Context: an optimization exercise on an open-source flow, tuned for small area, a short achievable clock period and few clock cycles. The choices shown serve that exercise and are no tape-out recipe.
In this exercise RTL edits were held to simulation tests only and were not proved equivalent to the original.
Power and IR drop assume default switching activity.

Setup of job 3364:
==> flow/design.v (excerpt) <==
module isp_top (
    input  logic             clk,
    input  logic             rst_n,
    input  logic             in_valid,
    input  logic             in_mode,
    input  isp_pkg::ratio_t  in_ratio_mode,
    input  logic             pix_valid,
    input  isp_pkg::beat_t   pix_data,
    output logic             busy,
    output logic             out_valid,
    output isp_pkg::result_t out_data
);
    logic [7:0] bcnt;       
    logic       mode_q;
    logic [1:0] ratio_q;
    logic       busy_q;
    logic       rmode;      
    logic [1:0] rratio;
    logic       last0;
    assign last0 = pix_valid && (bcnt == 8'd191);
    always_ff @(posedge clk or negedge rst_n) begin
        if (!rst_n) begin
            bcnt    <= '0;
            mode_q  <= 1'b0;
            ratio_q <= '0;
            busy_q  <= 1'b0;
            rmode   <= 1'b0;
            rratio  <= '0;
        end else begin
            if (in_valid) begin
                bcnt    <= '0;
                mode_q  <= in_mode;
                ratio_q <= in_ratio_mode;
                busy_q  <= 1'b1;
            end else if (pix_valid) begin
                bcnt <= last0 ? 8'd0 : bcnt + 8'd1;
                if (last0) begin
                    busy_q <= 1'b0;
                end
            end
            if (last0) begin
                rmode  <= mode_q;
                rratio <= ratio_q;
            end
        end
    end
    assign busy = busy_q;
    logic red0, green0, blue0, wrow0;
    assign red0   = (bcnt[7:6] == 2'd0);
    assign green0 = (bcnt[7:6] == 2'd1);
    assign blue0  = (bcnt[7:6] == 2'd2);
    assign wrow0  = (bcnt[5:0] >= 6'd26) && (bcnt[5:0] <= 6'd37);
    logic       sat;
    logic [3:0] thr;
    logic [7:0] colmask0;
    logic [127:0] xbits;
    assign sat = mode_q && (ratio_q == 2'd3);
    assign thr = green0 ? 4'(3 - ratio_q) : 4'(4 - ratio_q);
    always_comb begin
        for (int j = 0; j < 8; j++) begin
            colmask0[j] = (4'(j) >= thr) && !(sat && j == 7);
        end
        for (int i = 0; i < 16; i++) begin
  ...
Settings: LEC_CHECK=0, ABC_AREA=1, CAP_MARGIN=20, CORE_MARGIN=2, CORE_UTILIZATION=40, CTS_BUF_LIST=sky130_fd_sc_hd__clkbuf_4, SETUP_SLACK_MARGIN=5, SLEW_MARGIN=20; clock period 8.0 ns.
run.sh (not shown) runs the stock make flow with config.mk's settings and CLKGATE_MAP_FILE= SYNTH_SCRIPT=/design/flow/synth_recipe.tcl, a recipe that flattens the netlist after the stock synthesis.
Testbench counts of job 3364, summed over its fixed seeds: cycles 18,560.
## Diff of input files: job 9262 against job 3364
- ABC_AREA removed (was 1)
- CTS_BUF_LIST removed (was sky130_fd_sc_hd__clkbuf_4)
## What came out
The final reports for job 9262 and job 3364 show non-clock buffer count higher in the former.
Synthesized-area fraction occupied by ao, oa, aoi and oai cells for job 9262: 0.78 points up relative to job 3364
| sequential share of layout area | job 9262 vs job 3364 | 0.32 points higher |
Job 9262 against job 3364: mux share of post-synthesis cell area went up 3.4 points, detailed-routed wire length on met2 dropped about 8%.
For job 9262, the type of the worst setup path was reg -> reg, unlike job 3364, where it was reg -> out.
Looking at worst setup path endpoint, the busy result is from job 3364; the s4[8] one comes from job 9262.
Changes in job 6929 relative to job 9262:
- putting ABC_AREA at 1 where nothing was set
- putting CTS_BUF_LIST at sky130_fd_sc_hd__clkbuf_8 where nothing was set
## What came out
Status | job 9262 and job 6929 | clean
From job 9262 to job 6929 the numbers moved as follows: wire length per cell went down about 13%; cell area went up 0.39%.
Job 6929 vs. job 9262: pin count of the biggest net entering global routing +71; die area saw an increase; register-to-register slack saw an increase; via count increased about 16%.
Total power density per cell area went down by a few percent going from job 9262 to job 6929.
Job 6929: area added between synthesis and finish lower than job 9262
A most common cell after layout, fill and taps aside of edfxtp_1 is what job 9262 shows, while nand2_1 belongs to job 6929.


isp_top, a different RTL version from the one above (not shown whole).
Size in the first run: about 2400 cells after synthesis, about 550 flip-flops, roughly 150 I/O pins, roughly 25000 µm² of cells after synthesis.
Design isp_top, start of the top module:
module isp_top (
    input  logic             clk,
    input  logic             rst_n,
    input  logic             in_valid,
    input  logic             in_mode,
    input  isp_pkg::ratio_t  in_ratio_mode,
    input  logic             pix_valid,
    input  isp_pkg::beat_t   pix_data,
    output logic             busy,
    output logic             out_valid,
    output isp_pkg::result_t out_data
);
    logic [7:0] bcnt;       
    logic       mode_q;
    logic [1:0] ratio_q;
    logic       busy_q;
    logic       rmode;      
    logic [1:0] rratio;
    logic       last0;
    assign last0 = pix_valid && (bcnt == 8'd191);
    always_ff @(posedge clk or negedge rst_n) begin
        if (!rst_n) begin
            bcnt    <= '0;
            mode_q  <= 1'b0;
            ratio_q <= '0;
            busy_q  <= 1'b0;
            rmode   <= 1'b0;
            rratio  <= '0;
        end else begin
            if (in_valid) begin
                bcnt    <= '0;
                mode_q  <= in_mode;
                ratio_q <= in_ratio_mode;
                busy_q  <= 1'b1;
            end else if (pix_valid) begin
                bcnt <= last0 ? 8'd0 : bcnt + 8'd1;
                if (last0) begin
                    busy_q <= 1'b0;
                end
            end
            if (last0) begin
                rmode  <= mode_q;
                rratio <= ratio_q;
            end
        end
    end
    assign busy = busy_q;
    logic red0, green0, blue0, wrow0;
    assign red0   = (bcnt[7:6] == 2'd0);
    assign green0 = (bcnt[7:6] == 2'd1);
    assign blue0  = (bcnt[7:6] == 2'd2);
    assign wrow0  = (bcnt[5:0] >= 6'd26) && (bcnt[5:0] <= 6'd37);
    logic       sat;
  ...
==> flow/config.mk <==
export PLATFORM = sky130hd
export DESIGN_NAME = isp_top
export DESIGN_NICKNAME = isp_top
export VERILOG_FILES = /design/flow/design.v
export SDC_FILE = /design/flow/constraint.sdc
export NUM_CORES = 4
export LEC_CHECK = 0
export ABC_AREA = 1
export CAP_MARGIN = 20
export CORE_MARGIN = 2
export CORE_UTILIZATION = 60
export CTS_CLUSTER_DIAMETER = 80
export CTS_CLUSTER_SIZE = 30
export SETUP_SLACK_MARGIN = 5
export SLEW_MARGIN = 20
==> flow/constraint.sdc <==
create_clock -name core_clock -period 8.0 [get_ports {clk}]
set_input_delay 1.6000 -clock core_clock [delete_from_list [all_inputs] [get_ports {clk}]]
set_output_delay 1.6000 -clock core_clock [all_outputs]
set_load 0.01 [all_outputs]
standard.sh (not shown) runs the stock make flow with config.mk's settings and CLKGATE_MAP_FILE= SYNTH_SCRIPT=/design/flow/synth_recipe.tcl, a recipe that flattens the netlist after the stock synthesis.
==> flow/flow/run.sh <==
#!/bin/bash
# The standard layout (standard.sh), with plain buffers (buf_1) on the
# ports instead of the delay buffers buffer_ports picks by default, and
# timing repair aimed at a setup slack of 5.5 ns.
set -euo pipefail
mkdir -p logs
export BUFFER_PORTS_ARGS="-buffer_cell sky130_fd_sc_hd__buf_1"
bash standard.sh SETUP_SLACK_MARGIN=5.5 finish > logs/standard.log 2>&1
The starting point completed with no timing, DRC or antenna violations.
Testbench counts at the start, summed over its fixed seeds: cycles 18,629.
==> next run, changes <==
==> flow/flow/run.sh (replaced) <==
#!/bin/bash
# The standard layout (standard.sh), with plain buffers (buf_1) on the
# ports instead of the delay buffers buffer_ports picks by default.
set -euo pipefail
mkdir -p logs
export BUFFER_PORTS_ARGS="-buffer_cell sky130_fd_sc_hd__buf_1"
bash standard.sh > logs/standard.log 2>&1
Final area goes down by roughly a tenth.
Clock skew goes up by 0.019 ns.
Sequential power stays flat.
Core utilization goes down by 6.7 points.
Clock-buffer cell count goes up by 2.
Global-route usage goes down by 2.0 points.
Power goes down by a few percent.
Fmax goes down slightly.

[afterwards: timing with drivers on the ports]
No port has a modelled driver above. Below, the same layouts with a new extraction and two added sets of constraints.
Step 1: set_driving_cell puts a clkbuf_16 on clk and a buf_2 on each other input, an assumption about the parent block.
Step 2, shift: input delay + t, output delay - t, t = (earliest + latest rising clock arrival at the registers) / 2. This alone moves slack from input paths to output paths.
Three values: ideal ports, drivers, drivers and shift; two values: the first two.
run	t (ns)	slack for setup (ns)	latest minus earliest clock arrival (ns)	slew at the worst register clock pin (ns)	worst slew at a driven data input, ns
job 3364	0.992	4.889 / 4.832 / 4.179	0.063 / 0.063	0.08 / 0.08	0.08
job 9262	0.691	4.763 / 4.763 / 4.379	0.032 / 0.031	0.07 / 0.07	0.06
job 6929	0.734	5.045 / 5.033 / 4.335	0.051 / 0.051	0.07 / 0.07	0.09
the first run of note 2	0.644	5.128 / 5.128 / 4.754	0.020 / 0.020	0.11 / 0.11	0.07
the second run of note 2	0.653	5.109 / 5.109 / 4.528	0.041 / 0.041	0.11 / 0.11	0.06
After both steps every run listed still meets setup and hold.
